What follows belongs to an exercise in optimizing a design on an open flow for small area, a short achievable clock period and few clock cycles per item; a production flow would make more cautious choices. RTL that was checked went through simulation tests only; none was proved equivalent to the original. Power is estimated from default activity; no workload was simulated.

== the baseline ==
// indent_style_detector_core
module indent_style_detector_core (
	input  logic        clk,
	input  logic        arst_n,
	input  logic        in_valid,
	output logic        in_ready,
	input  logic [7:0]  text_byte,
	input  logic        has_byte,
	input  logic        end_of_line,
	output logic        out_valid,
	input  logic        out_ready,
	output logic        keep_going,
	output logic [1:0]  tab_style,
	output logic [7:0]  indent_size,
	output logic [31:0] lines_seen,
	input  logic        cfg_we,
	input  logic [1:0]  cfg_index,
	input  logic [15:0] cfg_data
);
Size: ~370 flip-flops, roughly 78 I/O pins.
clock: 8.0 ns
lec_check: 0
abc_area: 1
cap_margin: 20
core_margin: 2
core_utilization: 55
place_density: 0.7
setup_slack_margin: 5.0
slew_margin: 20
standard.sh (not shown) runs the stock make flow with config.mk's settings and CLKGATE_MAP_FILE= SYNTH_SCRIPT=/design/flow/synth_recipe.tcl, a recipe that flattens the netlist after the stock synthesis.
==> flow/flow/run.sh <==
#!/bin/bash
# The standard layout (standard.sh, unchanged synthesis and steps) with three
# tool settings changed: port buffers use the plain buf cell family, CTS uses clkbuf_8 and adds no
# dummy loads, and the setup margin stays at 5.0.
# The clock period and I/O constraints are untouched.
set -euo pipefail
sed -e 's/SETUP_SLACK_MARGIN=[0-9.]*/SETUP_SLACK_MARGIN=5.0 "BUFFER_PORTS_ARGS=-buffer_cell sky130_fd_sc_hd__buf_2" "CTS_ARGS=-sink_clustering_enable -repair_clock_nets -dont_use_dummy_load -buf_list sky130_fd_sc_hd__clkbuf_8"/' standard.sh > standard_tuned.sh
bash standard_tuned.sh > standard.log 2>&1
The inputs of the candidate differ from those of the baseline as listed below.
--- a/flow/design.v
+++ b/flow/design.v
@@ -73,16 +73,17 @@
 	logic       rc_busy_q;
 	logic [3:0] rc_idx_q;
 	logic       rc_fin;
 	assign rc_fin = rc_busy_q && rc_idx_q == 4'd9;
 	logic out_valid_q;
 	logic out_free;    
-	logic go_q;        
-	logic s2_fire;     
+	logic s2_go;       
+	logic s2_fire;
 	assign out_free = !out_valid_q || out_ready;
-	assign s2_fire  = pend_q && go_q;
+	assign s2_go    = pend_q && !rc_busy_q;
+	assign s2_fire  = s2_go && out_free;
 	isd_pkg::isd_word_t in_word;
 	isd_pkg::isd_word_t w0_q, w1_q;
 	logic w0_v_q, w1_v_q;
 	logic in_ready_q;
 	logic acc, cons;
 	logic w0_v_d, w1_v_d;
@@ -212,14 +213,14 @@
 	assign d_up = {1'b0, sp_q} - {1'b0, prev_q};
 	always_ff @(posedge clk or negedge arst_n) begin
 		if (!arst_n) begin
 			prev_q  <= 16'd0;
 			s2b_v_q <= 1'b0;
 		end else if (out_free) begin
-			s2b_v_q <= s2_fire;
-			if (s2_fire && !skip_q && !tab_q && cont_q) begin
+			s2b_v_q <= s2_go;
+			if (s2_go && !skip_q && !tab_q && cont_q) begin
 				prev_q <= sp_q;
 			end
 		end
 	end
 	always_ff @(posedge clk) begin
 		if (s2_fire) begin
@@ -356,15 +357,12 @@
 				style_nx = (space_inc == tab_total_q) ? isd_pkg::STYLE_UNKNOWN : isd_pkg::STYLE_TABS;
 			end else begin
 				style_nx = isd_pkg::STYLE_SPACES;
 			end
 		end
 	end
-	logic [16:0] kg_sub, ql_sub;
-	assign kg_sub = {1'b0, line_total_q} - {1'b0, max_lines_q};
-	assign ql_sub = {4'd0, th_floor_q} - {1'b0, max_q};
 	assign rc_take = rcb_v_q && in_range[rcb_idx_q] && (rd_q > max_q);
 	always_ff @(posedge clk or negedge arst_n) begin
 		if (!arst_n) begin
 			line_total_q  <= 16'd0;
 			tab_total_q   <= 16'd0;
 			space_total_q <= 16'd0;
@@ -385,14 +383,14 @@
 			rc_idx_q <= rc_idx_q + 4'd1;
 			if (rc_take) begin
 				max_q <= rd_q;
 			end
 			if (rc_fin) begin
 				rc_busy_q     <= 1'b0;
-				qual_q        <= ql_sub[16];
-				keep_going_q  <= kg_sub[16];
+				qual_q        <= max_q > {3'd0, th_floor_q};
+				keep_going_q  <= line_total_q < max_lines_q;
 			end
 		end else if (s4_fire) begin
 			line_total_q  <= line_nx;
 			if (s4_tabl_q) begin
 				tab_total_q <= tab_inc;
 			end
@@ -421,13 +419,13 @@
 	always_ff @(posedge clk) begin
 		if (!cfg_we && rc_busy_q) begin
 			if (rc_take) begin
 				max_idx_q <= rcb_idx_q;
 			end
 			if (rc_fin) begin
-				indent_size_q <= ql_sub[16] ? ind_cur : 8'd0;
+				indent_size_q <= (max_q > {3'd0, th_floor_q}) ? ind_cur : 8'd0;
 			end
 		end else if (!cfg_we && s4_fire) begin
 			max_idx_q     <= idx_nx;
 			indent_size_q <= !qual_nx ? 8'd0 : idx_take ? ind_bin : ind_cur;
 		end
 	end
@@ -435,19 +433,12 @@
 		if (!arst_n) begin
 			out_valid_q <= 1'b0;
 		end else if (out_free) begin
 			out_valid_q <= s4_v_q;
 		end
 	end
-	always_ff @(posedge clk or negedge arst_n) begin
-		if (!arst_n) begin
-			go_q <= 1'b1;
-		end else begin
-			go_q <= !(out_free ? s4_v_q : out_valid_q) && !cfg_we && !(rc_busy_q && !rc_fin);
-		end
-	end
 	assign out_valid   = out_valid_q;
 	assign keep_going  = keep_going_q;
 	assign tab_style   = tab_style_q;
 	assign indent_size = indent_size_q;
 	assign lines_seen  = {16'd0, line_total_q};
 endmodule
==> comparison <==
Number of sequential cells in the layout: the baseline vs the candidate, no meaningful difference. NOTE power the baseline->the candidate decreased slightly. Looking at peak fanout along the critical path across the candidate and the baseline, the one that comes out higher is the baseline. The candidate against the baseline: average detailed-routed wire length per instance saw an increase; leakage dissipation higher; met1 capacity usage during global routing moved up. Of the two values seen for cell with the biggest individual delay on the critical path, sky130_fd_sc_hd__dfstp_2 was produced by the candidate and sky130_fd_sc_hd__o21ai_2 by the baseline.
Testbench counts of the candidate, summed over its fixed seeds: cycles 171,851, lines 9,600.
For the baseline, only the layout was checked, not whether the RTL still works.

## re-timing with driven ports
In the flow no input, the clock included, has a driving cell. The finished layouts below were timed again as built, in two steps. Step 1, drivers: a clkbuf_16 drives clk and a buf_2 each remaining input, both assumed. Step 2 times the ports against the registers' clock, not the clock port: input delays grow and output delays shrink by t, the midpoint of the rising clock arrivals with the driver on. a / b / c = no drivers / after step 1 / after step 2; a / b = the first two.
run | shift t [ns] | setup WS [ns] | worst setup path after step 2
the baseline | 0.651 | 5.086 / 5.046 / 4.546 | input to register
the candidate | 0.699 | 5.054 / 5.005 / 4.444 | input to register
After both steps every run listed still meets setup and hold. For the candidate, which loses most, drivers alone change the setup slack by -0.049 ns; drivers and shift together by -0.610 ns.
